What follows belongs to an exercise in optimizing a design on an open flow for small area; a production flow would make more cautious choices. Where RTL was checked, it was by simulation tests only, not by an equivalence proof against the original. The clock port is modelled as an ideal driver; clocking choices that lean on that would not hold on a real chip.

== build 61 ==
==> flow/design.v <==
package edge_pkg;
    localparam int FRAME_W      = 16;
    localparam int FRAME_H      = 8;
    localparam int FRAME_PIXELS = FRAME_W * FRAME_H;
    localparam int ADDR_W       = $clog2(FRAME_PIXELS);
    localparam int EDGE_TH = 24;
    typedef struct packed {
        logic [7:0] r;
        logic [7:0] g;
        logic [7:0] b;
    } rgb_t;
    typedef struct packed {
        logic              we;
        logic [ADDR_W-1:0] addr;
        rgb_t              rgb;
    } pixel_wr_t;
    typedef struct packed {
        logic valid;
        logic first;   
        rgb_t rgb;
    } pixel_stream_t;
    typedef struct packed {
        logic valid;
        logic last;    
        logic edge_bit;
    } edge_stream_t;
endpackage
`timescale 1ns/1ns
module edge_top (
    input  logic       clk,
    input  logic       reset,
    input  logic       i_byte_valid,
    input  logic [7:0] i_byte,
    output logic       o_out_valid,
    output logic [7:0] o_out_byte,
    output logic       o_frame_done
);
    logic [1:0] phase;    
    logic [6:0] pix;      
    logic [9:0] acc;      
    logic [7:0] prev;     
    wire ph_b = phase[1];
    wire ph_g = phase[0];
    wire bw   = i_byte_valid && ph_b;            
    function automatic logic [10:0] radd10(input logic [9:0] a, input logic [9:0] b, input logic ci);
        logic [10:0] r;
        logic c;
        c = ci;
        for (int i = 0; i < 10; i++) begin
            r[i] = a[i] ^ b[i] ^ c;
            c    = (a[i] & b[i]) | (a[i] & c) | (b[i] & c);
        end
        r[10] = c;
        radd10 = r;
    endfunction
    wire        ph_r  = !phase[1] && !phase[0];
    wire        take  = i_byte_valid;
    wire [9:0]  add_a = (take && ph_r) ? 10'd0 : acc;
    wire [9:0]  add_b = !take ? 10'd0 : ph_g ? {1'b0, i_byte, 1'b0} : {2'b00, i_byte};
    wire [10:0] sum_f = radd10(add_a, add_b, 1'b0);
    wire [9:0]  sum   = sum_f[9:0];
    wire [7:0] grey = sum[9:2];
    wire [10:0] d_f = radd10({2'b00, grey}, {2'b11, ~prev}, 1'b1);
    wire [8:0]  d   = d_f[8:0];
    wire       e    = d[8] ? (d[7:0] < 8'd232) : (d[7:0] > 8'd24);
    always_ff @(posedge clk) begin
        if (reset) begin
            phase <= 2'd0;
            pix   <= '0;
        end else if (i_byte_valid) begin
            phase <= ph_b ? 2'd0 : phase + 2'd1;
            if (ph_b)
                pix <= pix + 7'd1;
        end
    end
    always_ff @(posedge clk) begin
        acc <= sum;
        if (bw)
            prev <= grey;
    end
    logic [7:0] rc;
    logic [7:0] out_sr;
    wire        rd     = rc[7];
    wire        active = (rc != 8'd1);
    wire        e0     = bw && (pix == 7'd127);
    always_ff @(posedge clk) begin
        if (reset)
            rc <= 8'd1;
        else if (e0)
            rc <= 8'd124;
        else if (active)
            rc <= rc + 8'd1;
    end
    assign o_frame_done = (rc == 8'd0);
    assign o_out_valid  = o_frame_done || (rc[7] && rc[2:0] == 3'd0 && rc[6:3] != 4'd0);
    assign o_out_byte   = out_sr;
    logic x1, x2;
    logic [4:0] s0a;
    logic [7:0] s0b;
    wire wv = bw && (pix[3:0] != 4'd0);
    wire rv = rd && (rc[3:0] != 4'd0);
    always_ff @(posedge clk) begin
        if (bw && pix == 7'd1)
            x1 <= e;
        if (bw && pix == 7'd2)
            x2 <= e;
    end
    wire w0a = bw && (pix[6:3] == 4'd0) && (pix[2] || (pix[1] && pix[0]));
    wire r0a = rd && (rc[6:3] == 4'd0) && (rc[2] || (rc[1] && rc[0]));
    wire w0b = bw && (pix[6:3] == 4'd1);
    wire r0b = rd && (rc[6:3] == 4'd1);
    always_ff @(posedge clk) begin
        if (w0a || r0a)
            s0a <= {e, s0a[4:1]};
        if (w0b || r0b)
            s0b <= {e, s0b[7:1]};
    end
    logic [7:0] lsb;
    assign lsb[0] = rc[3] ? s0b[0] :
                    (rc[2:0] == 3'd1) ? x1 : (rc[2:0] == 3'd2) ? x2 : s0a[0];
    genvar k;
    generate
        for (k = 1; k < 8; k++) begin : g_row
            logic [14:0] s;
            wire wk = wv && (pix[6:4] == k);
            wire rk = rv && (rc[6:4] == k);
            always_ff @(posedge clk) begin
                if (wk || rk)
                    s <= {e, s[14:1]};
            end
            assign lsb[k] = s[0];
        end
    endgenerate
    wire ser = (rc[3:0] != 4'd0) && lsb[rc[6:4]];
    always_ff @(posedge clk)
        out_sr <= {ser, out_sr[7:1]};
endmodule
clock: 10.0 ns
lec_check: 0
cap_margin: 0
core_margin: 2
core_utilization: 40
slew_margin: 0
standard.sh (not shown) runs the stock make flow with config.mk's settings and CLKGATE_MAP_FILE= SYNTH_SCRIPT=/design/flow/synth_recipe.tcl, a recipe that flattens the netlist after the stock synthesis.
==> flow/flow/run.sh <==
#!/bin/bash
# The standard ORFS layout (standard.sh) with these changes:
#  - synthesis is the standard flow's (synth_recipe.tcl, the same passes and register
#    mapping), but abc maps the logic with an area-oriented script
#    (flow/abc_area.script) through flow/synth.tcl;
#  - port buffers use the smallest buffer (buf_1);
#  - CTS builds its tree from clkbuf_4 (root clkbuf_8) and adds no dummy loads;
#  - after CTS, fixclk.tcl upsizes any clock buffer whose flip-flop clock pins
#    would see a slew over LIMIT_PS (placement parasitics), then legalises.
# Each tool's output goes to a log file of its own in this folder.
set -euo pipefail
export MY_ABC_SCRIPT="$PWD/flow/abc_area.script"
ARGS=(
  "SYNTH_SCRIPT=$PWD/flow/synth.tcl"
  "GPL_KEEP_OVERFLOW=0"
  "BUFFER_PORTS_ARGS=-buffer_cell sky130_fd_sc_hd__buf_1"
  "CTS_ARGS=-sink_clustering_enable -repair_clock_nets -dont_use_dummy_load -root_buf sky130_fd_sc_hd__clkbuf_8 -buf_list sky130_fd_sc_hd__clkbuf_4"
)
bash standard.sh "${ARGS[@]}" cts > make_cts.log 2>&1
R=orfs/results/sky130hd/edge_top/base
PLATFORM_DIR="$FLOW_HOME/platforms/sky130hd" ODB="$R/4_1_cts.odb" SDC="$R/4_cts.sdc" \
  LIMIT_PS=122 DRYRUN=0 openroad -no_init -exit flow/fixclk.tcl > fixclk.log 2>&1
bash standard.sh "${ARGS[@]}" finish > make_finish.log 2>&1
Other scripts of this flow, unchanged in this note and not shown: flow/flow/abc_area.script, flow/flow/fixclk.tcl, flow/flow/synth.tcl
Modified inputs, build 43 compared to build 61
-- flow/design.v --
<<< build 61, line 63
    wire [10:0] d_f = radd10({2'b00, grey}, {2'b11, ~prev}, 1'b1);
    wire [8:0]  d   = d_f[8:0];
    wire       e    = d[8] ? (d[7:0] < 8'd232) : (d[7:0] > 8'd24);
    always_ff @(posedge clk) begin
        if (reset) begin
            phase <= 2'd0;
            pix   <= '0;
        end else if (i_byte_valid) begin
            phase <= ph_b ? 2'd0 : phase + 2'd1;
            if (ph_b)
                pix <= pix + 7'd1;
        end
    end
>>> build 43, line 63
    wire [10:0] d_f = radd10({2'b00, grey}, {2'b11, ~prev}, 1'b1);
    wire [8:0]  d   = d_f[8:0];
    wire       ge25  = d[7] | d[6] | d[5] | (d[4] & d[3] & (d[2] | d[1] | d[0]));
    wire       ge232 = d[7] & d[6] & d[5] & (d[4] | d[3]);
    wire       e     = d[8] ? !ge232 : ge25;
    logic [7:0] pix_c;
    logic [6:0] pix_inc;
    always_comb begin
        pix_c[0] = bw;
        for (int i = 0; i < 7; i++) begin
            pix_inc[i]  = pix[i] ^ pix_c[i];
            pix_c[i+1]  = pix[i] & pix_c[i];
        end
    end
    always_ff @(posedge clk) begin
        if (reset) begin
            phase <= 2'd0;
            pix   <= '0;
        end else begin
            if (i_byte_valid)
                phase <= {phase[0], !(phase[0] || phase[1])};
            pix <= pix_inc;
        end
    end
<<< build 61, line 84
    wire        active = (rc != 8'd1);
    wire        e0     = bw && (pix == 7'd127);
    always_ff @(posedge clk) begin
        if (reset)
>>> build 43, line 95
    wire        active = (rc != 8'd1);
    wire        e0     = bw && (pix == 7'd127);
    logic [8:0] rc_c;
    logic [7:0] rc_inc;
    always_comb begin
        rc_c[0] = active;
        for (int i = 0; i < 8; i++) begin
            rc_inc[i]  = rc[i] ^ rc_c[i];
            rc_c[i+1]  = rc[i] & rc_c[i];
        end
    end
    always_ff @(posedge clk) begin
        if (reset)
<<< build 61, line 89
        else if (e0)
            rc <= 8'd124;
        else if (active)
            rc <= rc + 8'd1;
    end
    assign o_frame_done = (rc == 8'd0);
>>> build 43, line 109
        else if (e0)
            rc <= 8'd124;
        else
            rc <= rc_inc;
    end
    assign o_frame_done = (rc == 8'd0);
Notes after the runs:
Area: build 43 vs build 61 -> build 43 smaller
X dimension of the die down about 0.5% in build 43 wrt build 61
Compared to build 61, build 43 shows a narrower setup margin.
Lower depth of the worst register-to-register path was reported by build 61, not build 43.
Lower pin slew with the least headroom to its limit among build 61 and build 43: build 61
The RTL of build 43 was laid out without a check of its function.

[what the ideal ports hide]
The results above use ideal ports. As a check the final layouts listed here were re-extracted and re-timed, cells and wires unchanged. Step 1 assumes that a clkbuf_16 drives the clock port and a buf_2 every other input. Step 2 adds t to the input delays and takes it off the output delays; t is the mean of the earliest and latest rising clock arrival at the registers after step 1. Input paths then give back, and output paths get back, about the clock's delay inside the block. Slacks: ideal ports / drivers / drivers and shift; pairs: ideal ports / drivers.
run | t, ns | slack for setup (ns) | hold WS [ns] | worst data-port slew with drivers (ns) | pins driven straight from the clock port
build 61 | 0.437 | 2.267 / 2.275 / 1.838 | 0.320 / 0.320 / 0.320 | 0.03 | 1
build 43 | 0.443 | 1.373 / 1.387 / 0.944 | 0.356 / 0.356 / 0.356 | 0.04 | 1
After both steps every run listed still meets setup and hold.
